Source: an optimization exercise on an open RTL-to-GDS flow (aim: small area). Production flows keep margins and buffers that such runs may drop. In this exercise RTL edits were held to simulation tests only and were not proved equivalent to the original. Power is estimated from default activity; no workload was simulated.

== nickel ==
// fg_multi_waveform_gen
module fg_multi_waveform_gen #(
  parameter int CHANNELS          = 4,
  parameter int COUNTER_BITWIDTH  = 32,
  parameter int WAVEFORM_BITWIDTH = 16
) (
  input  logic                                         clk_i,
  input  logic                                         rst_i,
  input  logic                                         clk_en_i,
  input  logic                                         sync_i,
  input  logic                                         cfg_valid_i,
  output logic                                         cfg_ready_o,
  input  logic [fg_pkg::ch_idx_w(CHANNELS)-1:0]        cfg_ch_i,
  input  logic [COUNTER_BITWIDTH-1:0]                  cfg_period_i,
  input  logic [COUNTER_BITWIDTH-1:0]                  cfg_on_i,
  input  logic [WAVEFORM_BITWIDTH-1:0]                 cfg_k_rise_i,
  input  logic [WAVEFORM_BITWIDTH-1:0]                 cfg_k_fall_i,
  input  logic [WAVEFORM_BITWIDTH-1:0]                 cfg_amp_i,
  input  logic                                         cfg_en_i,
  input  logic                                         cfg_invert_i,
  output logic [CHANNELS*(WAVEFORM_BITWIDTH+1)-1:0]    out_o,
  output logic [CHANNELS-1:0]                          period_start_o
);
  localparam int CB   = COUNTER_BITWIDTH;
  ...
clock: 6.0 ns
lec_check: 0
cap_margin: 20
core_margin: 2
core_utilization: 65
slew_margin: 20
standard.sh (not shown) runs the stock make flow with config.mk's settings and CLKGATE_MAP_FILE= SYNTH_SCRIPT=/design/flow/synth_recipe.tcl, a recipe that flattens the netlist after the stock synthesis.
==> flow/flow/run.sh <==
#!/bin/bash
# Layout flow: the standard ORFS flow (standard.sh, unchanged synthesis)
# with two layout settings that ORFS reads from the environment:
#  - ports are buffered with the smallest buffer (buf_1) instead of the
#    default clkdlybuf4s50_1; every input and output still gets a buffer;
#  - clock tree: clkbuf_16 leaf clusters of up to 24 sinks within 80 um,
#    without the dummy loads CTS adds for balancing.
# The make output goes to flow_make.log here; ORFS's per-step logs stay in
# orfs/logs/.
set -euo pipefail
export BUFFER_PORTS_ARGS="-buffer_cell sky130_fd_sc_hd__buf_1"
export CTS_ARGS="-sink_clustering_enable -repair_clock_nets -sink_clustering_size 24 -sink_clustering_max_diameter 80 -buf_list sky130_fd_sc_hd__clkbuf_16 -dont_use_dummy_load"
bash standard.sh > flow_make.log 2>&1
What maple does differently from nickel at the input level:
- CTS_BUF_LIST: unset -> sky130_fd_sc_hd__clkbuf_16
- CORE_UTILIZATION: 65 -> 70
- CTS_CLUSTER_SIZE: unset -> 30
- CTS_CLUSTER_DIAMETER: unset -> 100
==> flow/run.sh (new file) <==
#!/bin/bash
# synth_recipe.tcl (not shown) runs the flow's synth.tcl, then flattens the netlist and writes it again
# the make line also repeats each setting of config.mk as NAME=value (left out here)
make -C /OpenROAD-flow-scripts/flow DESIGN_CONFIG=/design/flow/config.mk WORK_HOME=/design/flow/orfs CLKGATE_MAP_FILE= SYNTH_SCRIPT=/design/flow/synth_recipe.tcl finish
removed: flow/flow/run.sh
removed: flow/standard.sh
Notes after the runs:
All of nickel and maple finish clean.
Diff nickel -> maple: non-clock buffer count has decreased, length of routed met3 wiring has increased, sequential power has remained practically unchanged, total power has decreased.
In terms of area of all sequential standard cells, nickel and maple differ only marginally.
Changes in zinc relative to maple:
- changing CTS_CLUSTER_DIAMETER from 100 to 80
- changing CTS_CLUSTER_SIZE from 30 to 24
- changing CORE_UTILIZATION from 70 to 65
--- outcome ---
zinc vs maple: final cell count up in zinc
When zinc is measured against maple, its routed wire length turns out 1300 microns higher.
Across both runs, static leakage power was higher for zinc than for maple.


fg_multi_waveform_gen again, from the RTL that the note above started with.
export LEC_CHECK = 0
export CAP_MARGIN = 20
export CORE_MARGIN = 2
export CORE_UTILIZATION = 70
export SLEW_MARGIN = 20
create_clock -name core_clock -period 6.0 [get_ports {clk_i}]
==> flow/flow/run.sh <==
#!/bin/bash
# Layout flow: the standard ORFS flow (standard.sh, unchanged synthesis)
# with two layout settings that ORFS reads from the environment:
#  - ports are buffered with the smallest buffer (buf_1) instead of the
#    default clkdlybuf4s50_1; every input and output still gets a buffer;
#  - clock tree: clkbuf_16 leaf clusters of up to 28 sinks within 90 um,
#    without the dummy loads CTS adds for balancing.
# The make output goes to flow_make.log here; ORFS's per-step logs stay in
# orfs/logs/.
set -euo pipefail
export BUFFER_PORTS_ARGS="-buffer_cell sky130_fd_sc_hd__buf_1"
export CTS_ARGS="-sink_clustering_enable -repair_clock_nets -sink_clustering_size 28 -sink_clustering_max_diameter 90 -buf_list sky130_fd_sc_hd__clkbuf_16 -dont_use_dummy_load"
bash standard.sh > flow_make.log 2>&1
Then changed:
--- a/flow/flow/run.sh
+++ b/flow/flow/run.sh
@@ -6,3 +6,3 @@
 #  - clock tree: clkbuf_16 leaf clusters of up to 28 sinks within 90 um,
-#    without the dummy loads CTS adds for balancing.
+#    a clkbuf_8 root, without the dummy loads CTS adds for balancing.
 # The make output goes to flow_make.log here; ORFS's per-step logs stay in
@@ -11,3 +11,3 @@
 export BUFFER_PORTS_ARGS="-buffer_cell sky130_fd_sc_hd__buf_1"
-export CTS_ARGS="-sink_clustering_enable -repair_clock_nets -sink_clustering_size 28 -sink_clustering_max_diameter 90 -buf_list sky130_fd_sc_hd__clkbuf_16 -dont_use_dummy_load"
+export CTS_ARGS="-sink_clustering_enable -repair_clock_nets -sink_clustering_size 28 -sink_clustering_max_diameter 90 -buf_list sky130_fd_sc_hd__clkbuf_16 -root_buf sky130_fd_sc_hd__clkbuf_8 -dont_use_dummy_load"
 bash standard.sh > flow_make.log 2>&1
What happened:
- sequential share of layout area hardly moves
- register-to-register slack is better by 20 ps
- synthesized area stays the same
- cell count hardly moves
- routed wire length is about the same
- synthesized cell count stays the same
- first-iteration DRC count rises by about 2%

-- afterwards: timing with drivers on the ports --
The results above use ideal ports. As a check the final layouts listed here were re-extracted and re-timed, cells and wires unchanged.
Step 1 (the two cells are an assumption about what drives the block):
set clk [get_ports {clk_i}]
set_driving_cell -lib_cell sky130_fd_sc_hd__clkbuf_16 $clk
set_driving_cell -lib_cell sky130_fd_sc_hd__buf_2 [delete_from_list [all_inputs] $clk]
Step 2 moves the port delays by t, midway between the first and last clock arrival at a register: inputs arrive t later, outputs are due t later. That takes back most of the time a late clock gives input paths.
Slacks: ideal ports / drivers / drivers and shift; pairs: ideal ports / drivers.
| run | t (ns) | setup slack, ns | worst hold slack (ns) |
|---|---|---|---|
| nickel | 0.712 | 0.278 / 0.278 / 0.278 | 0.384 / 0.384 / 0.384 |
| maple | 0.705 | 0.199 / 0.199 / 0.199 | 0.416 / 0.416 / 0.416 |
| zinc | 0.744 | 0.294 / 0.294 / 0.294 | 0.411 / 0.411 / 0.411 |
| the first run of note 2 | 0.696 | 0.238 / 0.238 / 0.238 | 0.347 / 0.347 / 0.347 |
| the second run of note 2 | 0.819 | 0.258 / 0.258 / 0.258 | 0.347 / 0.347 / 0.347 |
After both steps every run listed still meets setup and hold.
